Context: an optimization exercise on an open-source flow, tuned for a short achievable clock period and few clock cycles. The choices shown serve that exercise and are no tape-out recipe. Only simulation tests tie the RTL to the original design; equivalence was not proved. Power and IR drop assume default switching activity.

<file path="flow/run.sh">
#!/bin/bash
# synth_recipe.tcl (not shown) runs the flow's synth.tcl, then flattens the netlist and writes it again
# the make line also repeats each setting of config.mk as NAME=value (left out here)
make -C /OpenROAD-flow-scripts/flow DESIGN_CONFIG=/design/flow/config.mk WORK_HOME=/design/flow/orfs CLKGATE_MAP_FILE= SYNTH_SCRIPT=/design/flow/synth_recipe.tcl finish
</file>
<file path="flow/config.mk">
export PLATFORM = sky130hd
export DESIGN_NAME = cpuCore
export DESIGN_NICKNAME = cpuCore
export VERILOG_FILES = /design/flow/design.v
export SDC_FILE = /design/flow/constraint.sdc
export NUM_CORES = 4
export LEC_CHECK = 0
export CAP_MARGIN = 20
export CORE_MARGIN = 2
export CORE_UTILIZATION = 20
export SLEW_MARGIN = 20
</file>
<file path="flow/constraint.sdc">
create_clock -name core_clock -period 10.0 [get_ports {clk}]
set_input_delay 2.0000 -clock core_clock [delete_from_list [all_inputs] [get_ports {clk}]]
set_output_delay 2.0000 -clock core_clock [all_outputs]
set_load 0.01 [all_outputs]
</file>
<file path="flow/design.v">
package cpuPkg;
    typedef logic [31:0] dataWord;
    typedef logic [4:0] regAddr;
    localparam dataWord resetPc = 32'h0000_3000;
    localparam logic [5:0] opRtype = 6'h00;
    localparam logic [5:0] opJal   = 6'h03;
    localparam logic [5:0] opBeq   = 6'h04;
    localparam logic [5:0] opBne   = 6'h05;
    localparam logic [5:0] opAddiu = 6'h09;
    localparam logic [5:0] opOri   = 6'h0d;
    localparam logic [5:0] opLui   = 6'h0f;
    localparam logic [5:0] opLw    = 6'h23;
    localparam logic [5:0] opSw    = 6'h2b;
    localparam logic [5:0] fnJr   = 6'h08;
    localparam logic [5:0] fnAddu = 6'h21;
    localparam logic [5:0] fnSubu = 6'h23;
    localparam logic [5:0] fnAnd  = 6'h24;
    localparam logic [5:0] fnOr   = 6'h25;
    localparam logic [5:0] fnSlt  = 6'h2a;
endpackage
`timescale 1ns/1ns
module regFile (
    input  logic            clk,
    input  logic            reset,
    input  cpuPkg::regAddr  readAddrA,
    input  cpuPkg::regAddr  readAddrB,
    input  cpuPkg::regAddr  writeAddr,
    input  cpuPkg::dataWord writeData,
    output cpuPkg::dataWord readDataA,
    output cpuPkg::dataWord readDataB
);
    cpuPkg::dataWord regs [1:31];
    always_ff @(posedge clk) begin
        if (reset) begin
            for (int i = 1; i < 32; i++) begin
                regs[i] <= '0;
            end
        end else if (writeAddr != '0) begin
            regs[writeAddr] <= writeData;
        end
    end
    assign readDataA = (readAddrA == '0) ? '0 : regs[readAddrA];
    assign readDataB = (readAddrB == '0) ? '0 : regs[readAddrB];
endmodule
`timescale 1ns/1ns
module cpuCore (
    input  logic            clk,
    input  logic            reset,
    input  cpuPkg::dataWord instrData,
    input  cpuPkg::dataWord dataRData,
    output cpuPkg::dataWord instrAddr,
    output cpuPkg::dataWord dataAddr,
    output cpuPkg::dataWord dataWData,
    output logic            dataWrite
);
    typedef logic [31:0] word;
    typedef logic [4:0] ridx;
    word pc, prevPc;
    logic fv;                        
    logic skidFull, skidV;
    word skid, skidPc;
    logic irV;
    word ir, irPc;
    logic exLoad, exStore, exBr, exBne, exJr, exPred;
    logic exAdd, exSub, exAnd, exOr, exSlt;
    ridx exDest;
    word exA, exB, exC, exAlt;
    logic exFwdAM, exFwdAR, exFwdBM, exFwdBR, exFwdCM, exFwdCR;
    ridx mDest, wDest, rDest;
    logic mLoad, mStore, wLoad;
    word mResult, mWData, wResult, rVal;
    logic stall, kill, dRedirect;
    word killTarget, dTarget;
    logic [5:0] opcode, funct;
    ridx rs, rt, rd;
    word sImm, zImm, pc4, pc8, brTarget, jTarget;
    logic isR, isAlu3, isJr, isJal, isBeq, isBne, isAddiu, isOri, isLui, isLw, isSw;
    logic useRs, useRt;
    ridx dDest;
    word rfA, rfB, valA, valB;
    logic fAM, fAR, fBM, fBR;        
    logic hazA, hazB;
    word rasTop;
    assign opcode = ir[31:26];
    assign funct  = ir[5:0];
    assign rs     = ir[25:21];
    assign rt     = ir[20:16];
    assign rd     = ir[15:11];
    assign sImm   = {{16{ir[15]}}, ir[15:0]};
    assign zImm   = {16'b0, ir[15:0]};
    assign isR     = irV && opcode == cpuPkg::opRtype;
    assign isAlu3  = isR && (funct == cpuPkg::fnAddu || funct == cpuPkg::fnSubu ||
                             funct == cpuPkg::fnAnd || funct == cpuPkg::fnOr ||
                             funct == cpuPkg::fnSlt);
    assign isJr    = isR && funct == cpuPkg::fnJr;
    assign isJal   = irV && opcode == cpuPkg::opJal;
    assign isBeq   = irV && opcode == cpuPkg::opBeq;
    assign isBne   = irV && opcode == cpuPkg::opBne;
    assign isAddiu = irV && opcode == cpuPkg::opAddiu;
    assign isOri   = irV && opcode == cpuPkg::opOri;
    assign isLui   = irV && opcode == cpuPkg::opLui;
    assign isLw    = irV && opcode == cpuPkg::opLw;
    assign isSw    = irV && opcode == cpuPkg::opSw;
    assign useRs = isAlu3 || isJr || isBeq || isBne || isAddiu || isOri || isLw || isSw;
    assign useRt = isAlu3 || isBeq || isBne || isSw;
    always_comb begin
        dDest = '0;
        if (isAlu3) dDest = rd;
        else if (isAddiu || isOri || isLui || isLw) dDest = rt;
        else if (isJal) dDest = 5'd31;
    end
    assign pc4 = irPc + 32'd4;
    assign pc8 = irPc + 32'd8;
    assign brTarget = pc4 + {sImm[29:0], 2'b00};
    assign jTarget  = {pc4[31:28], ir[25:0], 2'b00};
    regFile regs (
        .clk(clk),
        .reset(reset),
        .readAddrA(rs),
        .readAddrB(rt),
        .writeAddr(rDest),
        .writeData(rVal),
        .readDataA(rfA),
        .readDataB(rfB)
    );
    function automatic word dFwd(ridx r, word rf, ridx eD, ridx mD, logic mL, word mR,
                                 ridx wD, logic wL, word wR, ridx rD, word rV);
        if (r != '0 && r != eD && r == mD && !mL) dFwd = mR;
        else if (r != '0 && r != eD && r != mD && r == wD && !wL) dFwd = wR;
        else if (r != '0 && r != eD && r != mD && r != wD && r == rD) dFwd = rV;
        else dFwd = rf;
    endfunction
    assign valA = dFwd(rs, rfA, exDest, mDest, mLoad, mResult, wDest, wLoad, wResult, rDest, rVal);
    assign valB = dFwd(rt, rfB, exDest, mDest, mLoad, mResult, wDest, wLoad, wResult, rDest, rVal);
    assign fAM = rs != '0 && rs == exDest;
    assign fAR = rs != '0 && rs != exDest && rs != mDest && rs == wDest && wLoad;
    assign fBM = rt != '0 && rt == exDest;
    assign fBR = rt != '0 && rt != exDest && rt != mDest && rt == wDest && wLoad;
    assign hazA = useRs && rs != '0 && ((rs == exDest && exLoad) ||
                                        (rs != exDest && rs == mDest && mLoad));
    assign hazB = useRt && rt != '0 && ((rt == exDest && exLoad) ||
                                        (rt != exDest && rt == mDest && mLoad));
    assign stall = hazA || hazB;
    word ras [4];
    logic [1:0] rasSp;
    assign rasTop = ras[rasSp];
    always_ff @(posedge clk) begin
        if (reset) begin
            rasSp <= '0;
        end else if (!stall) begin
            if (isJal) begin
                ras[rasSp + 2'd1] <= pc8;
                rasSp <= rasSp + 2'd1;
            end else if (isJr) begin
                rasSp <= rasSp - 2'd1;
            end
        end
    end
    assign dRedirect = isJal || isJr || ((isBeq || isBne) && ir[15]);
    assign dTarget = isJal ? jTarget : (isJr ? rasTop : brTarget);
    word inW, inPc;
    logic inV;
    assign inW  = skidFull ? skid : instrData;
    assign inV  = skidFull ? skidV : fv;
    assign inPc = skidFull ? skidPc : prevPc;
    assign instrAddr = pc;
    always_ff @(posedge clk) begin
        prevPc <= pc;
        if (reset) begin
            pc <= cpuPkg::resetPc;
            fv <= 1'b0;
            irV <= 1'b0;
            skidFull <= 1'b0;
            skidV <= 1'b0;
        end else begin
            if (kill) pc <= killTarget;
            else if (stall) pc <= pc;
            else if (dRedirect) pc <= dTarget;
            else pc <= pc + 32'd4;
            fv <= !(kill || (!stall && dRedirect));
            if (!stall) begin
                ir <= inW;
                irPc <= inPc;
                irV <= inV && !kill;
                skidFull <= 1'b0;
            end else begin
                if (!skidFull) begin
                    skid <= instrData;
                    skidPc <= prevPc;
                    skidV <= fv && !kill;
                end else if (kill) begin
                    skidV <= 1'b0;
                end
                skidFull <= 1'b1;
            end
        end
    end
    always_ff @(posedge clk) begin
        if (reset || stall || !irV) begin
            exDest <= '0;
            exLoad <= 1'b0;
            exStore <= 1'b0;
            exBr <= 1'b0;
            exJr <= 1'b0;
        end else begin
            exDest <= dDest;
            exLoad <= isLw;
            exStore <= isSw;
            exBr <= isBeq || isBne;
            exJr <= isJr;
        end
        exBne <= isBne;
        exPred <= ir[15];
        exAlt <= ir[15] ? pc8 : brTarget;
        exAdd <= isAddiu || isLw || isSw || isR && funct == cpuPkg::fnAddu;
        exSub <= isR && funct == cpuPkg::fnSubu;
        exAnd <= isR && funct == cpuPkg::fnAnd;
        exOr  <= isR && funct == cpuPkg::fnOr || isOri || isLui || isJal;
        exSlt <= isR && funct == cpuPkg::fnSlt;
        if (isJal || isLui) exA <= '0;
        else exA <= valA;
        exFwdAM <= fAM && !(isJal || isLui);
        exFwdAR <= fAR && !(isJal || isLui);
        if (isJal) exB <= pc8;
        else if (isLui) exB <= {ir[15:0], 16'b0};
        else if (isOri) exB <= zImm;
        else if (isAddiu || isLw || isSw) exB <= sImm;
        else if (isJr) exB <= rasTop;
        else exB <= valB;
        exFwdBM <= fBM && (isAlu3 || isBeq || isBne);
        exFwdBR <= fBR && (isAlu3 || isBeq || isBne);
        exC <= valB;
        exFwdCM <= fBM;
        exFwdCR <= fBR;
    end
    word opA, opB, opC, sum, aluOut;
    logic eq, lt, taken;
    assign opA = exFwdAM ? mResult : (exFwdAR ? rVal : exA);
    assign opB = exFwdBM ? mResult : (exFwdBR ? rVal : exB);
    assign opC = exFwdCM ? mResult : (exFwdCR ? rVal : exC);
    assign sum = exSub || exSlt ? opA - opB : opA + opB;
    assign lt  = (opA[31] != opB[31]) ? opA[31] : sum[31];
    assign aluOut = ({32{exAdd || exSub}} & sum) | ({32{exAnd}} & (opA & opB)) |
                    ({32{exOr}} & (opA | opB)) | {31'b0, exSlt && lt};
    assign eq = opA == opB;
    assign taken = exBne ? !eq : eq;
    assign kill = (exBr && taken != exPred) || (exJr && !eq);
    assign killTarget = exJr ? opA : exAlt;
    always_ff @(posedge clk) begin
        if (reset) begin
            mDest <= '0;
            mLoad <= 1'b0;
            mStore <= 1'b0;
        end else begin
            mDest <= exDest;
            mLoad <= exLoad;
            mStore <= exStore;
        end
        mResult <= aluOut;
        mWData <= opC;
    end
    assign dataAddr  = mResult;
    assign dataWData = mWData;
    assign dataWrite = mStore;
    always_ff @(posedge clk) begin
        if (reset) begin
            wDest <= '0;
            wLoad <= 1'b0;
            rDest <= '0;
        end else begin
            wDest <= mDest;
            wLoad <= mLoad;
            rDest <= wDest;
        end
        wResult <= mResult;
        rVal <= wLoad ? dataRData : wResult;
    end
endmodule
</file>
==> results of run 1 <==
[routing by layer]
layer | global-route usage | vias up
li1 | - | 24346
met1 | 0.180 | 29314
met2 | 0.211 | 2968
met3 | 0.0396 | 489
met4 | 0.0437 | 6
met5 | 0 | -
[stage by stage]
| step | setup slack (ns) | hold slack, ns | std cells | power [uW] |
|---|---|---|---|---|
| 3_5_place_dp | 4.64 | 0.437 | 12002 | 10900 |
| 3_3_place_gp | 4.76 | 0.433 | 12001 | 10800 |
| 6_report | 4.53 | 0.417 | 12335 | 17500 |
| 4_1_cts | 4.67 | 0.406 | 12316 | 17500 |
| 2_1_floorplan | 4.21 | 0.392 | 6564 | 9730 |
| 5_1_grt | 4.36 | 0.434 | 12329 | 18000 |
[report_power, final]
group | internal [uW] | switching [uW]
logic | 1130 | 1690
clock network | 3800 | 2930
registers | 7700 | 237
total | 12600 | 4850
[critical path, stage by stage (launching register included)]
cell and delay [ns]:
dfxtp_2 0.60, buf_4 0.49, mux2i_1 0.14, o21ai_0 0.67, inv_1 0.11, ha_1 0.42
nor4_1 0.66, nand2_1 0.10, nor3_1 0.52, mux2_2 0.42, buf_4 0.28, nand2_1 0.39
a21oi_1 0.13, a2111oi_1 0.37
[Yosys cell counts (all sizes together) (6+ instances only)]
| master | number | area [um^2] |
|---|---|---|
| a211oi | 35 | 263 |
| a22oi | 68 | 510 |
| mux2i | 138 | 1380 |
| xor2 | 74 | 648 |
| a21oi | 210 | 1060 |
| and3 | 29 | 181 |
| o211ai | 26 | 195 |
| nand3 | 59 | 295 |
| ha | 131 | 1640 |
| a221oi | 30 | 263 |
| mux4 | 672 | 15100 |
| mux2 | 162 | 1820 |
| nor3b | 11 | 82.6 |
| nand2 | 345 | 1290 |
| buf | 117 | 542 |
| nor2 | 287 | 1090 |
| a21o | 42 | 315 |
| inv | 145 | 544 |
| nor2b | 45 | 282 |
| a211o | 7 | 61.3 |
| o221ai | 14 | 123 |
| o22ai | 19 | 119 |
| nor3 | 60 | 305 |
| nand2b | 20 | 125 |
| a2111oi | 8 | 71.3 |
| nand4 | 25 | 156 |
| and4 | 6 | 52.6 |
| o21a | 47 | 353 |
| o21ai | 252 | 1260 |
| o21bai | 8 | 60.1 |
| and2 | 1017 | 6360 |
| nor4 | 15 | 93.8 |
| clkbuf | 472 | 1810 |
| o31ai | 14 | 105 |
| or3 | 12 | 75.1 |
| a222oi | 8 | 80.1 |
| nand3b | 8 | 60.1 |
| dfxtp | 378 | 7570 |
| edfxtp | 1280 | 38400 |
| a31oi | 22 | 138 |
| or2 | 37 | 231 |
| xnor2 | 86 | 753 |
| a221o | 24 | 240 |
[worst paths after layout]
path                             startpoint          end  slack, ns  cells past startpoint
worst max-delay path                exFwdAR       pc[26]       4.53                     13
worst min-delay path            mResult[14]  wResult[14]       0.42                      0
worst max register to register      exFwdAR       pc[26]       4.53                     13
worst min register to register  mResult[14]  wResult[14]       0.42                      0
[cells by family (layout without fill, tap and decap cells)]
| group | count (synthesis) | count (layout) | synth area share |
|---|---|---|---|
| other cells | 1 | 51 | 0.0000432 |
| flops | 1658 | 1658 | 0.530 |
| compound gates | 882 | 882 | 0.0652 |
| mux | 972 | 972 | 0.211 |
| xor+xnor | 160 | 160 | 0.0161 |
| fa+ha+maj | 134 | 134 | 0.0196 |
| simple gates | 1992 | 1992 | 0.125 |
| buf+inv | 734 | 776 | 0.0333 |
[final cells by class]
cell class                      instances  area (um^2)  area share
Antenna cell                           19         47.5    0.000472
Clock buffer                          236         4960      0.0492
Clock inverter                         78          734     0.00729
Inverter                              145          544     0.00540
Multi-Input combinational cell       4172        38400       0.381
Sequential cell                      1658        46100       0.457
Tap cell                             5710         7140      0.0709
Timing Repair Buffer                  317         2860      0.0284
==> reports/summary.txt, run 1 <==
final-report hold violation count -> 0
Synth Cell Area -> 86,800 um^2
Max Fclk -> 0.183 GHz
initial core utilization -> 0.201
post-route cell area -> 101,000 um^2
Yosys cell types -> 88
commonest cells after routing, fill and taps aside -> edfxtp_1, and2_1, mux4_2
gate count after technology mapping -> 6,533
Leak Pwr -> 0.0344 uW
DR vias -> 57,123
layout overhead on the synthesized area -> 16.0%
RSZ-0062 raised after global routing -> false
Post-Syn Area per Cell -> 13.3 um^2
# Post-CTS Setup Buffers -> 0
largest register by flop count -> regs.regs
total length of routed met2 wires -> 140,000 um
Slew headroom -> 0.203
clock transition at the registers of the reported paths -> 0.07 ns
nature of the critical path endpoint -> flip-flop
Worst Path Arrival -> 6.18 ns
port buffer count -> 162
Pwr per Cell Area -> 174 nW/um^2
min Tclk post-route -> 5.47 ns
post-route setup TNS -> 0 ns
num ports -> 163
TritonCTS Sinks -> 1,658
max FFs per register -> 1,024
largest net degree at the start of global routing -> 112
dpl hpwl -> 208,000 um
leading registers by flop count -> regs.regs: 1024 flops, ras: 128 flops
clk buf depth -> 4
number of cell rows -> 241
post-CTS resize count -> 0
maximum VDD drop -> 0.146 mV
Metal-1 WL -> 124,000 um
EDFF count, synth -> 1,280
TritonCTS clock tree -> built
vias per inst -> 4.63
max-cap violation count -> 0
first-pass GRT wire length -> 433,000 um
die area -> 439,000 um^2
root buf cell -> clkbuf_16
clk_skew -> 0.0910 ns
Final Wtd Congestion -> 0.919
Hold WC Path Type -> flip-flop to flip-flop
DRT Wirelength -> 309,000 um
layout cells sized above 1 -> 0.208
Worst-Margin Slew -> 1.19 ns
Final Cycle Share -> 0.547
most used flip-flop cell after synthesis -> edfxtp_1
final net count -> 6,671
Initial DRC Count -> 7,779
fillers -> 44,796
H-tree lvl count -> 4
max-slew violation count -> 0
post-synthesis register bit count -> 1,658
sequential share of the synthesized area -> 0.530
worst setup path class -> flip-flop to flip-flop
status -> timing/DRC/antenna clean
Die X -> 663 um
final design utilization -> 0.233
routed wire length per instance -> 25.1 um
die height -> 663 um
Placed Area -> 95,000 um^2
First-pass DRT Iterations -> 8
routed length on met3 -> 34,000 um
Antenna Nets Post-Route -> 0
Critical Path RT -> 10.70 ns
worst skew pair latency -> 0.89 ns
DRC violations left -> 0
setup violators final -> 0
DR top layer -> met5
CTS buffer count -> 177
global route overflow -> 0
Total GRT Usage -> 0.135
crit path max fanout -> 40
number of global-route vias before repair -> 55,221
async set or reset register ratio after synthesis -> 0
Setup crit start kind -> flip-flop
commonest non-fill, non-tap cell in the layout -> edfxtp_1
initial antenna violation count -> 29
hold_buf cts -> 0
core area -> 432,000 um^2
Synth warnings -> 2
Testbench counts, summed over its fixed seeds: cycles 60,690.
==> run 2: changes to the inputs <==
--- a/flow/design.v
+++ b/flow/design.v
@@ -57,13 +57,39 @@
     typedef logic [4:0] ridx;
-    word pc, prevPc;
+    function automatic word ksAdd(word a, word b, logic cin);
+        word p, g, pp, gg, np, ng;
+        p = a ^ b;
+        g = a & b;
+        gg = g;
+        gg[0] = g[0] | (p[0] & cin);
+        pp = p;
+        for (int d = 1; d < 32; d = d * 2) begin
+            for (int i = 0; i < 32; i++) begin
+                if (i >= d) begin
+                    ng[i] = gg[i] | (pp[i] & gg[i-d]);
+                    np[i] = pp[i] & pp[i-d];
+                end else begin
+                    ng[i] = gg[i];
+                    np[i] = pp[i];
+                end
+            end
+            gg = ng;
+            pp = np;
+        end
+        ksAdd = p ^ {gg[30:0], cin};
+    endfunction
+    word pc, prevPc, prevPc4;
     logic fv;                        
-    logic skidFull, skidV;
-    word skid, skidPc;
-    logic irV;
-    word ir, irPc;
-    logic exLoad, exStore, exBr, exBne, exJr, exPred;
-    logic exAdd, exSub, exAnd, exOr, exSlt;
+    logic fetchP, pendV;             
+    word fetchT, pendT;
+    logic skidFull, skidV, skidP;
+    word skid, skidPc, skidPc4, skidT;
+    logic irV, irP;
+    word ir, irPc, irPc4, irT;
+    logic exLoad, exStore, exBr, exBne, exJr, exJal, exPred, exBtb;
+    word exPc, exTgt;
+    logic exAnd, exOr, exSlt;
     ridx exDest;
     word exA, exB, exC, exAlt;
-    logic exFwdAM, exFwdAR, exFwdBM, exFwdBR, exFwdCM, exFwdCR;
+    logic exAX, exAM, exAR, exBX, exBM, exBR, exCX, exCM, exCR, exCtl, exInv, exAddSub, exNeg;
+    logic [8:0] exSel;
     ridx mDest, wDest, rDest;
@@ -111,5 +137,5 @@
     end
-    assign pc4 = irPc + 32'd4;
-    assign pc8 = irPc + 32'd8;
-    assign brTarget = pc4 + {sImm[29:0], 2'b00};
+    assign pc4 = irPc4;
+    assign pc8 = irPc4 + 32'd4;
+    assign brTarget = ksAdd(irPc4, {sImm[29:0], 2'b00}, 1'b0);
     assign jTarget  = {pc4[31:28], ir[25:0], 2'b00};
@@ -158,6 +184,38 @@
     end
-    assign dRedirect = isJal || isJr || ((isBeq || isBne) && ir[15]);
-    assign dTarget = isJal ? jTarget : (isJr ? rasTop : brTarget);
-    word inW, inPc;
-    logic inV;
+    logic isCtl;
+    assign isCtl = isJal || isJr || isBeq || isBne;
+    assign dRedirect = irP ? (irV && !isCtl) : (isJal || isJr || ((isBeq || isBne) && ir[15]));
+    assign dTarget = irP ? pc8 : (isJal ? jTarget : (isJr ? rasTop : brTarget));
+    localparam int nBtb = 8;
+    logic [nBtb-1:0] bV, bRet, bHit;
+    word bKey [nBtb];
+    word bT [nBtb];
+    logic [2:0] bPtr;
+    logic hit, hitRet;
+    word hitT;
+    logic insReq, insRet;
+    word insKey, insT;
+    always_comb begin
+        hitT = '0;
+        for (int i = 0; i < nBtb; i++) begin
+            bHit[i] = bV[i] && bKey[i] == pc;
+            hitT = hitT | ({32{bHit[i]}} & bT[i]);
+        end
+        hit = |bHit;
+        hitRet = |(bHit & bRet);
+    end
+    always_ff @(posedge clk) begin
+        if (reset) begin
+            bV <= '0;
+            bPtr <= '0;
+        end else if (insReq) begin
+            bV[bPtr] <= 1'b1;
+            bKey[bPtr] <= insKey;
+            bT[bPtr] <= insT;
+            bRet[bPtr] <= insRet;
+            bPtr <= bPtr + 3'd1;
+        end
+    end
+    word inW, inPc, inPc4, inT;
+    logic inV, inP;
     assign inW  = skidFull ? skid : instrData;
@@ -165,2 +223,5 @@
     assign inPc = skidFull ? skidPc : prevPc;
+    assign inPc4 = skidFull ? skidPc4 : prevPc4;
+    assign inP  = skidFull ? skidP : fetchP;
+    assign inT  = skidFull ? skidT : fetchT;
     assign instrAddr = pc;
@@ -168,2 +229,5 @@
         prevPc <= pc;
+        prevPc4 <= pc + 32'd4;
+        fetchT <= hitRet ? rasTop : hitT;
+        if (!pendV) pendT <= hitRet ? rasTop : hitT;
         if (reset) begin
@@ -174,2 +238,4 @@
             skidV <= 1'b0;
+            pendV <= 1'b0;
+            fetchP <= 1'b0;
         end else begin
@@ -178,4 +244,8 @@
             else if (dRedirect) pc <= dTarget;
+            else if (pendV) pc <= pendT;
             else pc <= pc + 32'd4;
             fv <= !(kill || (!stall && dRedirect));
+            fetchP <= !kill && !stall && !dRedirect && !pendV && hit;
+            if (kill || (!stall && (dRedirect || pendV))) pendV <= 1'b0;
+            else if (!stall) pendV <= hit;
             if (!stall) begin
@@ -183,3 +253,6 @@
                 irPc <= inPc;
+                irPc4 <= inPc4;
                 irV <= inV && !kill;
+                irP <= inP;
+                irT <= inT;
                 skidFull <= 1'b0;
@@ -189,3 +262,6 @@
                     skidPc <= prevPc;
+                    skidPc4 <= prevPc4;
                     skidV <= fv && !kill;
+                    skidP <= fetchP;
+                    skidT <= fetchT;
                 end else if (kill) begin
@@ -197,2 +273,3 @@
     end
+    logic aM, aR, bM, bR;
     always_ff @(posedge clk) begin
@@ -204,2 +281,4 @@
             exJr <= 1'b0;
+            exJal <= 1'b0;
+            exCtl <= 1'b0;
         end else begin
@@ -210,8 +289,11 @@
             exJr <= isJr;
+            exJal <= isJal;
+            exCtl <= isBeq || isBne || isJr;
         end
+        exBtb <= irP;
+        exPc <= irPc;
+        exTgt <= isJal ? jTarget : brTarget;
         exBne <= isBne;
-        exPred <= ir[15];
-        exAlt <= ir[15] ? pc8 : brTarget;
-        exAdd <= isAddiu || isLw || isSw || isR && funct == cpuPkg::fnAddu;
-        exSub <= isR && funct == cpuPkg::fnSubu;
+        exPred <= irP || ir[15];
+        exAlt <= (irP || ir[15]) ? pc8 : brTarget;
         exAnd <= isR && funct == cpuPkg::fnAnd;
@@ -221,4 +303,4 @@
         else exA <= valA;
-        exFwdAM <= fAM && !(isJal || isLui);
-        exFwdAR <= fAR && !(isJal || isLui);
+        aM = fAM && !(isJal || isLui);
+        aR = fAR && !(isJal || isLui);
         if (isJal) exB <= pc8;
@@ -227,9 +309,22 @@
         else if (isAddiu || isLw || isSw) exB <= sImm;
-        else if (isJr) exB <= rasTop;
+        else if (isJr) exB <= irP ? irT : rasTop;
         else exB <= valB;
-        exFwdBM <= fBM && (isAlu3 || isBeq || isBne);
-        exFwdBR <= fBR && (isAlu3 || isBeq || isBne);
+        bM = fBM && (isAlu3 || isBeq || isBne);
+        bR = fBR && (isAlu3 || isBeq || isBne);
+        exAX <= !aM && !aR;
+        exAM <= aM;
+        exAR <= aR;
+        exBX <= !bM && !bR;
+        exBM <= bM;
+        exBR <= bR;
+        exSel <= {!aM && !aR && !bM && !bR, !aM && !aR && bM, !aM && !aR && bR,
+                  aM && !bM && !bR, aM && bM, aM && bR,
+                  aR && !bM && !bR, aR && bM, aR && bR};
+        exInv <= isJr || (isBne ^ (irP || ir[15]));
+        exAddSub <= isAddiu || isLw || isSw || isR && (funct == cpuPkg::fnAddu || funct == cpuPkg::fnSubu);
+        exNeg <= isR && (funct == cpuPkg::fnSubu || funct == cpuPkg::fnSlt);
         exC <= valB;
-        exFwdCM <= fBM;
-        exFwdCR <= fBR;
+        exCX <= !fBM && !fBR;
+        exCM <= fBM;
+        exCR <= fBR;
     end
@@ -237,12 +332,16 @@
     logic eq, lt, taken;
-    assign opA = exFwdAM ? mResult : (exFwdAR ? rVal : exA);
-    assign opB = exFwdBM ? mResult : (exFwdBR ? rVal : exB);
-    assign opC = exFwdCM ? mResult : (exFwdCR ? rVal : exC);
-    assign sum = exSub || exSlt ? opA - opB : opA + opB;
+    assign opA = ({32{exAX}} & exA) | ({32{exAM}} & mResult) | ({32{exAR}} & rVal);
+    assign opB = ({32{exBX}} & exB) | ({32{exBM}} & mResult) | ({32{exBR}} & rVal);
+    assign opC = ({32{exCX}} & exC) | ({32{exCM}} & mResult) | ({32{exCR}} & rVal);
+    assign sum = ksAdd(opA, opB ^ {32{exNeg}}, exNeg);
     assign lt  = (opA[31] != opB[31]) ? opA[31] : sum[31];
-    assign aluOut = ({32{exAdd || exSub}} & sum) | ({32{exAnd}} & (opA & opB)) |
+    assign aluOut = ({32{exAddSub}} & sum) | ({32{exAnd}} & (opA & opB)) |
                     ({32{exOr}} & (opA | opB)) | {31'b0, exSlt && lt};
-    assign eq = opA == opB;
+    logic [8:0] eqs;
+    assign eqs = {exA == exB, exA == mResult, exA == rVal,
+                  mResult == exB, 1'b1, mResult == rVal,
+                  rVal == exB, rVal == mResult, 1'b1};
+    assign eq = |(exSel & eqs);
     assign taken = exBne ? !eq : eq;
-    assign kill = (exBr && taken != exPred) || (exJr && !eq);
+    assign kill = exCtl && (eq ^ exInv);
     assign killTarget = exJr ? opA : exAlt;
@@ -259,2 +358,6 @@
         mResult <= aluOut;
+        insReq <= !reset && !exBtb && ((exBr && taken) || exJal || exJr);
+        insKey <= exPc;
+        insT <= exTgt;
+        insRet <= exJr;
         mWData <= opC;
==> flow/flow/run.sh (new file) <==
#!/bin/bash
# The standard layout (same synthesis, floorplan, constraints and steps), with a larger
# setup margin for ORFS's timing repair so that it keeps shortening the critical paths
# beyond the 10 ns constraint. Make's full output goes to make.log in this folder; ORFS
# also keeps each step's log under orfs/logs/.
set -euo pipefail
bash standard.sh SETUP_SLACK_MARGIN=7.5 finish > make.log 2>&1
==> flow/standard.sh (new file) <==
#!/bin/bash
# synth_recipe.tcl (not shown) runs the flow's synth.tcl, then flattens the netlist and writes it again
# the make line also repeats each setting of config.mk as NAME=value (left out here)
make -C /OpenROAD-flow-scripts/flow DESIGN_CONFIG=/design/flow/config.mk WORK_HOME=/design/flow/orfs CLKGATE_MAP_FILE= SYNTH_SCRIPT=/design/flow/synth_recipe.tcl "${@:-finish}"
removed: flow/run.sh
==> run 2 against run 1 <==
Net effect:
- still clean
- worst hold slack worse by 0.11 ns
- clock power is 62% higher
- first-iteration DRC count is 130% higher
- cell count is 46% higher
- combinational power is 71% higher
- synthesized area is 37% higher
- largest cell class unchanged
==> reports/summary.txt, run 2 <==
global route overflow -> 0
setup violators final -> 0
crit path max fanout -> 6
First-pass DRT Iterations -> 13
Leak Pwr -> 0.0617 uW
layout overhead on the synthesized area -> 43.5%
Final Wtd Congestion -> 0.953
Worst R2R Start -> mResult[6]
post-route insts no fill -> 18,007
initial core utilization -> 0.201
port buffer count -> 162
DR vias -> 93,297
final-report hold violation count -> 0
Post-Syn Area per Cell -> 14.2 um^2
most common cell in the netlist -> edfxtp_1
layout cells sized above 1 -> 0.438
routed wire length per instance -> 33.2 um
post-synthesis register bit count -> 2,560
R2R setup slack -> 6.16 ns
min-delay src -> exTgt[17]
max-slew violation count -> 0
leading registers by flop count -> regs.regs: 1024 flops, bKey: 256 flops, bT: 256 flops
die area -> 601,000 um^2
clock transition at the registers of the reported paths -> 0.07 ns
Synth area leaders -> edfxtp_1, mux4_2, dfxtp_1
async set or reset register ratio after synthesis -> 0
worst setup path class -> flip-flop to flip-flop
RSZ-0062 raised after global routing -> true
TritonCTS clock tree -> built
Final Cycle Share -> 0.384
number of global-route vias before repair -> 83,911
post-route setup TNS -> 0 ns
Slew headroom -> 0.138
largest register by flop count -> regs.regs
Pwr per Cell Area -> 165 nW/um^2
Worst R2R Path Depth -> 14
Max Fclk -> 0.261 GHz
CTS buffer count -> 280
Die X -> 775 um
worst skew pair latency -> 1.05 ns
gate count after technology mapping -> 8,390
Yosys cell types -> 96
clk buf depth -> 4
min Tclk post-route -> 3.84 ns
Total GRT Usage -> 0.176
largest area contributor in the netlist -> edfxtp_1
clk_skew -> 0.0958 ns
vias per inst -> 5.18
Antenna Nets Post-Route -> 0
root buf cell -> clkbuf_16
die height -> 775 um
status -> timing/DRC/antenna clean
Synth Cell Area -> 119,000 um^2
Hold WC Path Type -> flip-flop to flip-flop
EDFF count, synth -> 1,962
first-pass GRT wire length -> 736,000 um
TritonCTS Sinks -> 2,560
commonest cells after routing, fill and taps aside -> edfxtp_1, mux4_2, and2_1
Synth top cells by count -> edfxtp_1, and2_1, mux4_2
share of the synthesized area in the top cell type -> 0.495
DRC violations left -> 0
Synth warnings -> 2
total power -> 28,100 uW
final net count -> 10,007
number of cell rows -> 283
commonest non-fill, non-tap cell in the layout -> edfxtp_1
Initial DRC Count -> 17,780
max FFs per register -> 1,024
final design utilization -> 0.288
Critical Path RT -> 10.89 ns
Crit Reg-Reg Endpoint -> mResult[30]
core area -> 593,000 um^2
CP Launch Point -> mResult[6]
Worst-Margin Slew -> 1.29 ns
H-tree lvl count -> 5
initial antenna violation count -> 88
most used flip-flop cell after synthesis -> edfxtp_1
crit path capture -> mResult[30]
max-cap violation count -> 0
nature of the critical path endpoint -> flip-flop
dpl hpwl -> 291,000 um
num ports -> 163
DP Cell Count -> 15,955
sequential share of the synthesized area -> 0.596
Worst Path Arrival -> 4.73 ns
DRT Wirelength -> 599,000 um
Setup crit start kind -> flip-flop
largest net degree at the start of global routing -> 89
maximum VDD drop -> 0.152 mV
==> run 2: cell count changes after synthesis, sizes merged, moves of 66 or more <==
cell    before   now
dfxtp      378   598
xnor2       86   311
nor4        15    83
mux2i      138    45
a22oi       68   149
mux2       162   272
a222oi       8    85
xor2        74   314
edfxtp    1280  1962
buf        117   231
nand2      345   411
==> run 2: how the worst min path moves through the flow <==
| stage | end | slack, ns | depth (start not counted) |
|---|---|---|---|
| 5_1_grt | insT[31] | 0.31 | 0 |
| 6_report | insT[17] | 0.30 | 0 |
| 2_1_floorplan | insKey[0] | 0.31 | 0 |
| 3_5_place_dp | insKey[15] | 0.31 | 0 |
| 4_1_cts | insT[20] | 0.29 | 0 |
| 3_3_place_gp | insT[0] | 0.31 | 0 |
==> run 2: kinds of logic (layout without fill, tap and decap cells) <==
kind of cell               Yosys count  in the layout  share of synthesized area
DFF                               2560           2560                      0.596
AOI/OAI and AO/OA                 1110           1110                     0.0649
adders and majority gates           74             74                    0.00791
other                                1            101                  0.0000315
buffers and inverters              844           2482                     0.0292
xor gates and xnor gates           625            625                     0.0460
and+or+nand+nor                   2189           2231                     0.0996
muxes                              987            987                      0.157
==> run 2: power by group <==
group / internal, uW / leakage (uW) / total [uW] / switching, uW
Sequential: 11900 / 0.0243 / 12400 / 502
Clock: 6120 / 0.00459 / 10900 / 4800
Combinational: 2180 / 0.0328 / 4820 / 2640
==> run 2: per-stage QoR <==
step           setup slack [ns]  cell area (um^2)  hold slack, ns
2_1_floorplan              5.53            123000           0.310
3_3_place_gp               4.92            131000           0.310
3_5_place_dp               5.04            132000           0.312
4_1_cts                    6.20            161000           0.287
5_1_grt                    6.09            171000           0.314
6_report                   6.16            171000           0.304
==> run 2: worst max-delay path, stage by stage, from the launching register on <==
cell and delay [ns]:
dfxtp_2 0.33, buf_12 0.15, buf_4 0.15, a222oi_1 0.36
buf_4 0.21, xnor2_1 0.07, ha_2 0.43, o211ai_1 0.16
o211ai_1 0.30, nand2_2 0.15, o31a_1 0.35, o31ai_4 0.26
o31a_1 0.22, or4b_4 0.48, o211ai_1 0.10
==> run 2: repair_timing <==
| item | in CTS | in global routing |
|---|---|---|
| resized for setup | 2157 | 1001 |
| endpoints found under the setup margin | 3454 | 3277 |
| pin swaps | 326 | 286 |
| hold buffers | 0 | 0 |
| cloned | 228 | 121 |
| setup buffers | 841 | 277 |
==> run 2: layer usage <==
metal  vias up  global-route usage  wire length (um)
met5         -             0.00126               566
li1      35072                   -                 -
met3      2774              0.0692             91000
met2      8846               0.259            248000
met4        38               0.147             68100
met1     46567               0.201            191000
==> run 2: cell type report <==
class	count	area [um^2]
Clock inverter	149	1700
Inverter	123	524
Sequential cell	2560	71200
Tap cell	7837	9810
Timing Repair inverter	13	265
Multi-Input combinational cell	5059	52100
Timing Repair Buffer	1830	27300
Clock buffer	367	7720
Fill cell	58041	423000
Antenna cell	69	173
Testbench counts of run 2, summed over its fixed seeds: cycles 53,671.
==> run 3: changes to the inputs <==
--- a/flow/design.v
+++ b/flow/design.v
@@ -79,3 +79,3 @@
     endfunction
-    word pc, prevPc, prevPc4;
+    word pc, pcNext, pcLook, prevPc, prevPc4;
     logic fv;                        
@@ -96,3 +96,3 @@
     logic mLoad, mStore, wLoad;
-    word mResult, mWData, wResult, rVal;
+    word mResult, mAddr, mWData, wResult, rVal;
     logic stall, kill, dRedirect;
@@ -200,3 +200,3 @@
         for (int i = 0; i < nBtb; i++) begin
-            bHit[i] = bV[i] && bKey[i] == pc;
+            bHit[i] = bV[i] && bKey[i] == pcLook;
             hitT = hitT | ({32{bHit[i]}} & bT[i]);
@@ -227,2 +227,12 @@
     assign instrAddr = pc;
+    always_comb begin
+        if (kill) pcNext = killTarget;
+        else if (stall) pcNext = pc;
+        else if (dRedirect) pcNext = dTarget;
+        else if (pendV) pcNext = pendT;
+        else pcNext = pc + 32'd4;
+    end
+    always_ff @(posedge clk) begin
+        pcLook <= pcNext;
+    end
     always_ff @(posedge clk) begin
@@ -241,7 +251,3 @@
         end else begin
-            if (kill) pc <= killTarget;
-            else if (stall) pc <= pc;
-            else if (dRedirect) pc <= dTarget;
-            else if (pendV) pc <= pendT;
-            else pc <= pc + 32'd4;
+            pc <= pcNext;
             fv <= !(kill || (!stall && dRedirect));
@@ -358,2 +364,3 @@
         mResult <= aluOut;
+        mAddr <= sum;
         insReq <= !reset && !exBtb && ((exBr && taken) || exJal || exJr);
@@ -364,3 +371,3 @@
     end
-    assign dataAddr  = mResult;
+    assign dataAddr  = mAddr;
     assign dataWData = mWData;
--- a/flow/config.mk
+++ b/flow/config.mk
@@ -9,3 +9,4 @@
 export CORE_MARGIN = 2
-export CORE_UTILIZATION = 20
+export CORE_UTILIZATION = 45
 export SLEW_MARGIN = 20
+export TNS_END_PERCENT = 10
==> run 3 against run 2 <==
Net effect:
- still clean on timing, DRC and antenna
- utilization grew 28 points
- clock skew down 0.029 ns
- clock power is essentially flat
- sequential cell count increased by 64
- register-to-register slack lost 0.07 ns
- worst setup slack worse by 0.066 ns
- clock-buffer cell count grew 24
- critical path depth fell by 3
- maximum frequency decreased by 1.7%
- largest cell class unchanged
==> reports/summary.txt, run 3 <==
Antenna Nets Post-Route -> 0
vias per inst -> 6.53
crit path max fanout -> 16
worst setup path class -> flip-flop to flip-flop
Total GRT Usage -> 0.326
Post-Syn Area per Cell -> 14.2 um^2
Synth area leaders -> edfxtp_1, mux4_2, dfxtp_1
commonest non-fill, non-tap cell in the layout -> edfxtp_1
TritonCTS clock tree -> built
DRC violations left -> 0
max-cap violation count -> 0
clk buf depth -> 4
First-pass DRT Iterations -> 11
Initial DRC Count -> 14,086
largest area contributor in the netlist -> edfxtp_1
most used flip-flop cell after synthesis -> edfxtp_1
Synth warnings -> 2
CTS buffer count -> 292
Final Cycle Share -> 0.390
gate count after technology mapping -> 8,448
nature of the critical path endpoint -> flip-flop
number of cell rows -> 189
post-synthesis register bit count -> 2,624
layout overhead on the synthesized area -> 25.8%
Die X -> 521 um
DR vias -> 85,410
met3 usage -> 0.0921
Max Fclk -> 0.256 GHz
RSZ-0062 raised after global routing -> true
H-tree lvl count -> 5
die height -> 521 um
Slew headroom -> 0.0865
met2 Use GR -> 0.470
Final Wtd Congestion -> 0.979
clk_skew -> 0.0667 ns
met1 usage -> 0.458
final net count -> 9,430
first-pass GRT wire length -> 620,000 um
critical path's slowest cell -> xor2_1
Yosys cell types -> 90
core area -> 266,000 um^2
min Tclk post-route -> 3.90 ns
Hold WC Path Type -> flip-flop to flip-flop
Worst Path Arrival -> 4.77 ns
layout cells sized above 1 -> 0.334
post-route cell area -> 151,000 um^2
routed wire length per instance -> 36.8 um
EDFF count, synth -> 1,962
status -> timing/DRC/antenna clean
post-route setup TNS -> 0 ns
root buf cell -> clkbuf_16
TritonCTS Sinks -> 2,624
max-slew violation count -> 0
global route overflow -> 0
commonest cells after routing, fill and taps aside -> edfxtp_1, and2_1, mux4_2
worst skew pair latency -> 0.94 ns
Pwr per Cell Area -> 186 nW/um^2
worst-path cell chain -> bufbuf_16 > a22oi_2 > nand2_1 > ha_1 > nand2_1 > nor2_2 > nand2_1 > nor2_1 > a211o_1 > xor2_1 > a221o_1
hold path cells -> 0
dpl hpwl -> 281,000 um
initial antenna violation count -> 53
num ports -> 163
Synth Cell Area -> 120,000 um^2
Worst-Margin Slew -> 1.37 ns
setup violators final -> 0
initial core utilization -> 0.453
clock transition at the registers of the reported paths -> 0.06 ns
port buffer count -> 162
async set or reset register ratio after synthesis -> 0
die area -> 271,000 um^2
final-report hold violation count -> 0
Placed Area -> 126,000 um^2
largest net degree at the start of global routing -> 65
Synth top cells by count -> edfxtp_1, and2_1, mux4_2
most common cell in the netlist -> edfxtp_1
Worst R2R Path Depth -> 11
Leak Pwr -> 0.0557 uW
max FFs per register -> 1,024
cell mode on critical path -> nand2_1
Setup crit start kind -> flip-flop
busiest layer in global routing -> met2
largest register by flop count -> regs.regs
number of global-route vias before repair -> 78,025
sequential share of the synthesized area -> 0.600
DRT Wirelength -> 482,000 um
slowest stage delay, CP -> 0.88 ns
Critical Path RT -> 10.87 ns
maximum VDD drop -> 0.138 mV
share of the synthesized area in the top cell type -> 0.490
leading registers by flop count -> regs.regs: 1024 flops, bKey: 256 flops, bT: 256 flops
-- run 3: cell types whose count changed after synthesis, moves of 20 or more --
cell	change
nand2_1	+40
mux2_2	+41
o21ai_0	-22
clkbuf_1	+64
xor2_1	-51
nor3_1	-24
dfxtp_1	+64
o21ai_1	-40
a221o_1	+20
a222oi_1	-20
and2_1	+57
buf_2	-65
xnor2_1	+62
-- run 3: final cells by class --
cell class / instances / area (um^2)
Antenna cell: 33 / 82.6
Clock buffer: 391 / 8100
Clock inverter: 133 / 1250
Fill cell: 20566 / 114000
Inverter: 106 / 422
Multi-Input combinational cell: 5068 / 49800
Sequential cell: 2624 / 72500
Tap cell: 3533 / 4420
Timing Repair Buffer: 1198 / 14700
Timing Repair inverter: 1 / 8.76
-- run 3: what timing repair did --
item | in CTS | in global routing
cloned | 66 | 87
setup endpoints to repair | 3434 | 3426
pin swaps | 124 | 206
resized for setup | 710 | 981
hold buffers | 0 | 0
setup buffers | 289 | 378
-- run 3: final timing paths --
path / start / slack (ns) / to
setup / recovery: exAX / 6.10 / mResult[19]
hold / removal: exTgt[20] / 0.32 / insT[20]
setup reg to reg: exAX / 6.10 / mResult[19]
hold reg to reg: exTgt[20] / 0.32 / insT[20]
-- run 3: power by group --
group	internal (uW)	switching (uW)	total [uW]
logic	2010	2570	4580
clock network	6150	4580	10700
registers	12200	538	12800
-- run 3: routing by layer --
layer,up-vias,part of all wire
met5,-,0.0017
met4,30,0.060
met3,1247,0.14
met2,6509,0.42
met1,43823,0.38
li1,33801,-
-- run 3: cell families (layout without fill, tap and decap cells) --
group | after synthesis | after routing | synth area share
DFF | 2624 | 2624 | 0.600
and+or+nand+nor | 2247 | 2263 | 0.101
AOI/OAI and AO/OA | 1047 | 1050 | 0.0614
muxes | 1014 | 1014 | 0.157
buffers and inverters | 806 | 1829 | 0.0264
xor gates and xnor gates | 636 | 636 | 0.0463
adders and majority gates | 73 | 73 | 0.00772
other | 1 | 65 | 0.0000312
-- run 3: critical path, delay by kind of cell, from the launching register on --
| family | cells | cell delay [ns] |
|---|---|---|
| flip-flops | 1 | 0.38 |
| buffers and inverters | 1 | 0.31 |
| XOR/XNOR | 1 | 0.88 |
| AND/OR/NAND/NOR | 5 | 0.90 |
| adder cells (fa/ha/maj) | 1 | 0.52 |
| AO/OA/AOI/OAI | 3 | 0.86 |
-- run 3: through the flow --
| step | worst slack [ns] | hold slack [ns] | utilization | power (uW) | cells |
|---|---|---|---|---|---|
| 6_report | 6.10 | 0.322 | 0.570 | 28100 | 13087 |
| 3_3_place_gp | 3.89 | 0.310 | 0.476 | 16300 | 11706 |
| 5_1_grt | 6.15 | 0.325 | 0.569 | 28600 | 13058 |
| 2_1_floorplan | 5.39 | 0.310 | - | 14700 | 8479 |
| 4_1_cts | 6.35 | 0.311 | 0.535 | 27300 | 12587 |
| 3_5_place_dp | 3.87 | 0.312 | 0.476 | 16400 | 11708 |
Testbench counts of run 3, summed over its fixed seeds: cycles 53,671.
==> run 4: changes to the inputs <==
--- a/flow/config.mk
+++ b/flow/config.mk
@@ -9,3 +9,3 @@
 export CORE_MARGIN = 2
-export CORE_UTILIZATION = 45
+export CORE_UTILIZATION = 25
 export SLEW_MARGIN = 20
==> run 4 against run 3 <==
Net effect:
- global-route usage fell by 14 points
- sequential power barely moved
- worst hold slack got worse by 0.0082 ns
- maximum frequency rose by 3.0%
- cell area rose by 0.49%
- via count fell by 3.4%
- cell count rose by 21%
- sequential share of layout area fell by 0.16 points
- clock-buffer cell count fell by 80
- power fell by 3.2%
- critical endpoint is now mResult[31]
- largest cell class unchanged
- largest power group unchanged
- highest routed layer unchanged
==> reports/summary.txt, run 4 <==
Synth warnings -> 2
fillers -> 46,703
layout overhead on the synthesized area -> 26.4%
Critical Path RT -> 10.84 ns
sequential share of the synthesized area -> 0.600
worst skew pair latency -> 0.96 ns
max-cap violation count -> 0
Antenna Nets Post-Route -> 0
Final Wtd Congestion -> 0.959
routed wire length per instance -> 30.6 um
Setup crit start kind -> flip-flop
leading registers by flop count -> regs.regs: 1024 flops, bKey: 256 flops, bT: 256 flops
global route overflow -> 0
num ports -> 163
Post-Syn Area per Cell -> 14.2 um^2
first-pass GRT wire length -> 633,000 um
Synth top cells by count -> edfxtp_1, and2_1, mux4_2
Synth Cell Area -> 120,000 um^2
status -> timing/DRC/antenna clean
RSZ-0062 raised after global routing -> true
most common cell in the netlist -> edfxtp_1
die height -> 698 um
clock group share of total power -> 0.363
post-route cell area -> 152,000 um^2
async set or reset register ratio after synthesis -> 0
clk buf depth -> 4
Die X -> 698 um
worst setup path class -> flip-flop to flip-flop
final design utilization -> 0.317
crit path max fanout -> 8
Worst R2R Path Depth -> 14
largest net degree at the start of global routing -> 117
DR vias -> 82,483
Initial DRC Count -> 13,014
root buf cell -> clkbuf_16
number of global-route vias before repair -> 76,424
largest area contributor in the netlist -> edfxtp_1
Worst R2R Start -> exBX
most used flip-flop cell after synthesis -> edfxtp_1
TritonCTS clock tree -> built
CP Launch Point -> exBX
share of the synthesized area in the top cell type -> 0.490
setup violators final -> 0
layout cells sized above 1 -> 0.331
Worst-Margin Slew -> 1.23 ns
Place WS -> 4.35 ns
Final Cycle Share -> 0.379
Flop pwr share -> 0.473
initial antenna violation count -> 64
EDFF count, synth -> 1,962
DRT Wirelength -> 483,000 um
Total GRT Usage -> 0.184
final-report hold violation count -> 0
port buffer count -> 162
CTS buffer count -> 249
PnR worst setup slack -> 6.21 ns
sw frac -> 0.275
max FFs per register -> 1,024
post-route setup TNS -> 0 ns
Synth area leaders -> edfxtp_1, mux4_2, dfxtp_1
clock transition at the registers of the reported paths -> 0.07 ns
Leak Pwr -> 0.0544 uW
dpl hpwl -> 290,000 um
commonest cells after routing, fill and taps aside -> edfxtp_1, and2_1, mux4_2
Yosys cell types -> 90
commonest non-fill, non-tap cell in the layout -> edfxtp_1
max-slew violation count -> 0
maximum VDD drop -> 0.151 mV
post-synthesis register bit count -> 2,624
R2R setup slack -> 6.21 ns
total power -> 27,200 uW
vias per inst -> 5.22
Worst Path Arrival -> 4.63 ns
Max Fclk -> 0.264 GHz
clk_skew -> 0.0893 ns
DRC violations left -> 0
final net count -> 9,298
First-pass DRT Iterations -> 10
Logic pwr share -> 0.163
core area -> 479,000 um^2
number of cell rows -> 254
min Tclk post-route -> 3.79 ns
Slew headroom -> 0.177
largest register by flop count -> regs.regs
NetSw -> 7470 uW
H-tree lvl count -> 4
gate count after technology mapping -> 8,448
nature of the critical path endpoint -> flip-flop
Crit Reg-Reg Endpoint -> mResult[31]
Pint -> 19,700 uW
die area -> 487,000 um^2
Pwr per Cell Area -> 179 nW/um^2
Placed Area -> 130,000 um^2
initial core utilization -> 0.251
crit path capture -> mResult[31]
TritonCTS Sinks -> 2,624
Hold WC Path Type -> flip-flop to flip-flop
==> run 4: worst max-delay path, cell delays in order (launching register included) <==
cell and delay [ns]:
dfxtp_4 0.40, buf_12 0.16, a222oi_1 0.36, buf_4 0.18, xnor2_1 0.06, ha_1 0.37
o21ai_0 0.14, a21oi_2 0.15, nor2_2 0.08, a211oi_4 0.28, a221o_2 0.25, a41oi_4 0.12
o41ai_4 0.65, xnor2_2 0.17, a221o_1 0.31
==> run 4: repair_timing <==
item	4_1_cts	5_1_grt
resized for setup	885	967
hold buffers	0	0
buffers inserted	299	275
cloned	65	71
pin swaps	136	114
endpoints found under the setup margin	3469	3437
==> run 4: how the worst min path moves through the flow <==
| stage | end | depth (start not counted) | startpoint |
|---|---|---|---|
| 3_3_place_gp | insKey[19] | 0 | exPc[19] |
| 4_1_cts | insT[1] | 0 | exTgt[1] |
| 6_report | exPc[6] | 0 | irPc[6] |
| 2_1_floorplan | insKey[0] | 0 | exPc[0] |
| 3_5_place_dp | insKey[19] | 0 | exPc[19] |
| 5_1_grt | exPc[21] | 0 | irPc[21] |
==> run 4: layout make-up <==
class / count / area [um^2] / area share
flip-flops and latches: 2624 / 72600 / 0.478
diodes: 24 / 60.1 / 0.000395
clock buffers: 311 / 6820 / 0.0448
repair inverters: 1 / 8.76 / 0.0000576
clock inverters: 148 / 1550 / 0.0102
multi-input cells: 5060 / 48900 / 0.321
repair buffers: 1117 / 13700 / 0.0901
inverters: 106 / 424 / 0.00279
well taps: 6400 / 8010 / 0.0527
==> run 4: logic make-up after synthesis <==
group	count (synthesis)	share of synthesized area
XOR/XNOR	636	0.0463
adder cells (fa/ha/maj)	73	0.00772
AND/OR/NAND/NOR	2247	0.101
other	1	0.0000312
buffers and inverters	806	0.0264
flip-flops	2624	0.600
multiplexers	1014	0.157
AO/OA/AOI/OAI	1047	0.0614
==> run 4: metal layers <==
| layer | track usage | vias up | wire (um) |
|---|---|---|---|
| met2 | 0.277 | 5564 | 210000 |
| met5 | 0 | - | 178 |
| li1 | - | 33433 | - |
| met1 | 0.241 | 42276 | 185000 |
| met3 | 0.0413 | 1180 | 52900 |
| met4 | 0.109 | 30 | 35000 |
==> run 4: per-stage QoR <==
| step | hold slack [ns] | std cells |
|---|---|---|
| after floorplan | 0.310 | 8479 |
| after global placement | 0.310 | 14594 |
| after detailed placement | 0.312 | 14597 |
| after CTS | 0.325 | 15420 |
| after global routing | 0.328 | 15774 |
| final | 0.314 | 15791 |
==> run 4: power by group through the flow <==
stage	Sequential [uW]	Clock, uW	Combinational, uW
6_report	12900	9880	4440
5_1_grt	12900	10300	4560
4_1_cts	12800	9970	3780
3_5_place_dp	13100	0	3400
3_3_place_gp	13100	0	3390
2_1_floorplan	12700	0	1940
==> run 5: changes to the inputs <==
--- a/flow/design.v
+++ b/flow/design.v
@@ -92,2 +92,4 @@
     word exA, exB, exC, exAlt;
+    logic exBXp, exBXn, exBMp, exBMn, exBRp, exBRn;
+    word opBs, exBn, mResultN, rValN;
     logic exAX, exAM, exAR, exBX, exBM, exBR, exCX, exCM, exCR, exCtl, exInv, exAddSub, exNeg;
@@ -279,3 +281,4 @@
     end
-    logic aM, aR, bM, bR;
+    logic aM, aR, bM, bR, dNeg;
+    assign dNeg = isR && (funct == cpuPkg::fnSubu || funct == cpuPkg::fnSlt);
     always_ff @(posedge clk) begin
@@ -317,2 +320,3 @@
         else exB <= valB;
+        exBn <= ~valB;
         bM = fBM && (isAlu3 || isBeq || isBne);
@@ -325,2 +329,8 @@
         exBR <= bR;
+        exBXp <= !bM && !bR && !dNeg;
+        exBXn <= !bM && !bR && dNeg;
+        exBMp <= bM && !dNeg;
+        exBMn <= bM && dNeg;
+        exBRp <= bR && !dNeg;
+        exBRn <= bR && dNeg;
         exSel <= {!aM && !aR && !bM && !bR, !aM && !aR && bM, !aM && !aR && bR,
@@ -330,3 +340,3 @@
         exAddSub <= isAddiu || isLw || isSw || isR && (funct == cpuPkg::fnAddu || funct == cpuPkg::fnSubu);
-        exNeg <= isR && (funct == cpuPkg::fnSubu || funct == cpuPkg::fnSlt);
+        exNeg <= dNeg;
         exC <= valB;
@@ -339,6 +349,9 @@
     assign opA = ({32{exAX}} & exA) | ({32{exAM}} & mResult) | ({32{exAR}} & rVal);
+    assign opBs = ({32{exBXp}} & exB) | ({32{exBXn}} & exBn) |
+                  ({32{exBMp}} & mResult) | ({32{exBMn}} & mResultN) |
+                  ({32{exBRp}} & rVal) | ({32{exBRn}} & rValN);
     assign opB = ({32{exBX}} & exB) | ({32{exBM}} & mResult) | ({32{exBR}} & rVal);
     assign opC = ({32{exCX}} & exC) | ({32{exCM}} & mResult) | ({32{exCR}} & rVal);
-    assign sum = ksAdd(opA, opB ^ {32{exNeg}}, exNeg);
-    assign lt  = (opA[31] != opB[31]) ? opA[31] : sum[31];
+    assign sum = ksAdd(opA, opBs, exNeg);
+    assign lt  = (opA[31] == opBs[31]) ? opA[31] : sum[31];
     assign aluOut = ({32{exAddSub}} & sum) | ({32{exAnd}} & (opA & opB)) |
@@ -364,2 +377,3 @@
         mResult <= aluOut;
+        mResultN <= ~aluOut;
         mAddr <= sum;
@@ -386,2 +400,3 @@
         rVal <= wLoad ? dataRData : wResult;
+        rValN <= ~(wLoad ? dataRData : wResult);
     end
--- a/flow/config.mk
+++ b/flow/config.mk
@@ -9,3 +9,3 @@
 export CORE_MARGIN = 2
-export CORE_UTILIZATION = 25
+export CORE_UTILIZATION = 45
 export SLEW_MARGIN = 20
==> run 5 against run 4 <==
Net effect:
- clock-buffer cell count increased by 97
- first-iteration DRC count grew 14%
- wire length grew 5.8%
- cell count down 15%
- global-route usage rose by 17 points
- synthesized area is 3.1% higher
- sequential share of layout area grew 0.69 points
- clock skew fell by 0.012 ns
- non-clock buffer count decreased by 11
- register-to-register slack lost 0.33 ns
- via count is 6.4% higher
- worst hold slack got worse by 0.016 ns
- critical path type unchanged
==> reports/summary.txt, run 5 <==
Synth Cell Area -> 124,000 um^2
final design utilization -> 0.562
critical path's slowest cell -> a222oi_1
die area -> 280,000 um^2
Post-Syn Area per Cell -> 14.0 um^2
Total GRT Usage -> 0.353
maximum VDD drop -> 0.168 mV
layout cells sized above 1 -> 0.324
slowest stage delay, CP -> 0.47 ns
Placed Area -> 130,000 um^2
EDFF count, synth -> 1,962
vias per inst -> 6.56
max-slew violation count -> 0
Logic pwr share -> 0.154
Hold WC Path Type -> flip-flop to flip-flop
max FFs per register -> 1,024
Critical Path RT -> 10.80 ns
post-synthesis register bit count -> 2,726
Yosys cell types -> 99
layout overhead on the synthesized area -> 24.2%
crit path max fanout -> 5
setup violators final -> 0
share of the synthesized area in the top cell type -> 0.475
DRC violations left -> 0
initial antenna violation count -> 51
DR vias -> 87,772
Flop pwr share -> 0.456
Place WS -> 4.59 ns
port buffer count -> 162
Slew headroom -> 0.121
TritonCTS clock tree -> built
commonest non-fill, non-tap cell in the layout -> edfxtp_1
largest area contributor in the netlist -> edfxtp_1
PnR worst setup slack -> 5.88 ns
RSZ-0062 raised after global routing -> true
clk_skew -> 0.0769 ns
Final Wtd Congestion -> 0.997
largest net degree at the start of global routing -> 72
TritonCTS Sinks -> 2,726
most used flip-flop cell after synthesis -> edfxtp_1
global route overflow -> 0
routed wire length per instance -> 38.2 um
Worst-Margin Slew -> 1.32 ns
most common cell in the netlist -> edfxtp_1
status -> timing/DRC/antenna clean
fillers -> 21,662
First-pass DRT Iterations -> 10
first-pass GRT wire length -> 683,000 um
clk buf depth -> 4
post-route cell area -> 154,000 um^2
core area -> 274,000 um^2
Final Cycle Share -> 0.412
Antenna Nets Post-Route -> 0
hold_buf cts -> 0
async set or reset register ratio after synthesis -> 0
final-report hold violation count -> 0
Setup crit start kind -> flip-flop
number of global-route vias before repair -> 82,631
Initial DRC Count -> 14,901
NetSw -> 7830 uW
post-route setup TNS -> 0 ns
root buf cell -> clkbuf_16
worst setup path class -> flip-flop to flip-flop
max-cap violation count -> 0
clock group share of total power -> 0.391
clock transition at the registers of the reported paths -> 0.06 ns
largest register by flop count -> regs.regs
Synth top cells by count -> edfxtp_1, and2_1, dfxtp_1
Synth warnings -> 2
initial core utilization -> 0.453
DRT Wirelength -> 511,000 um
worst-path cell chain -> buf_12 > a222oi_1 > buf_2 > fa_2 > fa_2 > nor2b_2 > o31a_1 > o211ai_1 > o31a_1 > buf_6 > o31ai_4 > o41a_1 > a21o_1 > mux2i_2 > or4_1
CTS buffer count -> 299
Leak Pwr -> 0.0565 uW
final net count -> 9,669
gate count after technology mapping -> 8,841
sw frac -> 0.270
dpl hpwl -> 303,000 um
H-tree lvl count -> 5
Max Fclk -> 0.243 GHz
Worst Path Arrival -> 4.92 ns
num ports -> 163
min Tclk post-route -> 4.12 ns
number of cell rows -> 192
leading registers by flop count -> regs.regs: 1024 flops, bKey: 256 flops, bT: 256 flops
commonest cells after routing, fill and taps aside -> edfxtp_1, and2_1, mux4_2
Pwr per Cell Area -> 188 nW/um^2
die height -> 529 um
worst skew pair latency -> 0.95 ns
Die X -> 529 um
nature of the critical path endpoint -> flip-flop
Synth area leaders -> edfxtp_1, dfxtp_1, mux4_2
sequential share of the synthesized area -> 0.599
Pint -> 21,200 uW
## run 5: cell count changes after synthesis, sizes merged, moves of 56 or more
cell,before,now
inv,104,179
xnor2,373,301
nand2,450,384
buf,147,211
dfxtp,662,764
mux2i,59,119
a22oi,145,236
nor2,275,340
mux2,284,228
## run 5: timing repair
action | in CTS | in global routing
endpoints found under the setup margin | 3459 | 3485
gates resized for setup | 1036 | 806
setup buffers | 341 | 222
pin swaps | 174 | 129
gates cloned | 101 | 24
## run 5: kinds of logic (layout without fill, tap and decap cells)
kind of cell,count (synthesis),count (layout),share of synthesized area
compound gates,1177,1177,0.0672
xor+xnor,603,603,0.0426
fa+ha+maj,73,73,0.00753
buf+inv,935,1832,0.0309
flops,2726,2726,0.599
mux,1017,1017,0.152
other cells,1,57,0.0000302
simple gates,2309,2315,0.101
## run 5: path summary, 6_finish.rpt
kind                            cells after the start  slack [ns]  startpoint     endpoint
worst min-delay path                                0        0.30    exPc[19]   insKey[19]
worst max register to register                     15        5.88        exAX  mResult[30]
worst max-delay path                               15        5.88        exAX  mResult[30]
worst min register to register                      0        0.30    exPc[19]   insKey[19]
## run 5: cell type report
type / count / area, um^2 / area share
flip-flops and latches: 2726 / 74600 / 0.484
multi-input cells: 5217 / 50500 / 0.328
repair buffers: 1106 / 13700 / 0.0888
clock buffers: 408 / 8440 / 0.0548
well taps: 3589 / 4490 / 0.0292
clock inverters: 137 / 1520 / 0.00990
inverters: 179 / 713 / 0.00463
diodes: 25 / 62.6 / 0.000406
repair inverters: 2 / 17.5 / 0.000114
## run 5: power by group through the flow
stage / sequential (uW) / combinational (uW) / clock, uW
floorplan: 13200 / 1950 / 0
global placement: 13400 / 3290 / 0
detailed placement: 13400 / 3310 / 0
CTS: 13200 / 4040 / 11400
global route: 13200 / 4570 / 11800
finish: 13200 / 4460 / 11300
## run 5: stage by stage
step	total power, uW	instances	hold slack (ns)
floorplan	15100	8872	0.310
global placement	16700	12122	0.311
detailed placement	16800	12131	0.312
CTS	28600	13118	0.285
global route	29600	13368	0.295
finish	29000	13389	0.297
## run 5: metal layers
layer,track usage,share of wire,vias to the layer above
met2,0.525,0.44,6417
met1,0.466,0.37,45194
met5,0,0.00029,-
li1,-,-,34826
met3,0.106,0.13,1311
met4,0.188,0.065,24
## run 5: critical path: cells and delay by family, from the launching register on
family | cells | cell delay (ns)
AOI/OAI and AO/OA | 7 | 1.92
buffers and inverters | 3 | 0.53
and+or+nand+nor | 2 | 0.52
adders and majority gates | 2 | 0.47
DFF | 1 | 0.35
muxes | 1 | 0.17
Testbench counts of run 5, summed over its fixed seeds: cycles 53,671.

[static timing again, ports no longer ideal]
No port has a modelled driver above. Below, the same layouts with a new extraction and two added sets of constraints.
Step 1, drivers: a clkbuf_16 drives clk and a buf_2 each remaining input, both assumed.
Step 2 also shifts input and output timing later by t, the mid clock arrival at the registers, as if the neighbouring blocks saw the same clock.
a / b / c = ideal ports / drivers / drivers and shift; a / b = the first two.
run	t (ns)	setup slack, ns	worst hold slack (ns)
run 1	0.920	4.527 / 4.527 / 4.527	0.417 / 0.417 / 0.417
run 2	1.091	6.164 / 6.133 / 5.902	0.304 / 0.304 / 0.304
run 3	1.002	6.098 / 6.098 / 5.475	0.322 / 0.322 / 0.322
run 4	1.030	6.211 / 6.211 / 5.638	0.314 / 0.314 / 0.314
run 5	1.004	5.878 / 5.878 / 5.396	0.297 / 0.297 / 0.297
After both steps every run listed still meets setup and hold. For run 3, which loses most, drivers alone change the setup slack by 0.000 ns; drivers and shift together by -0.623 ns.
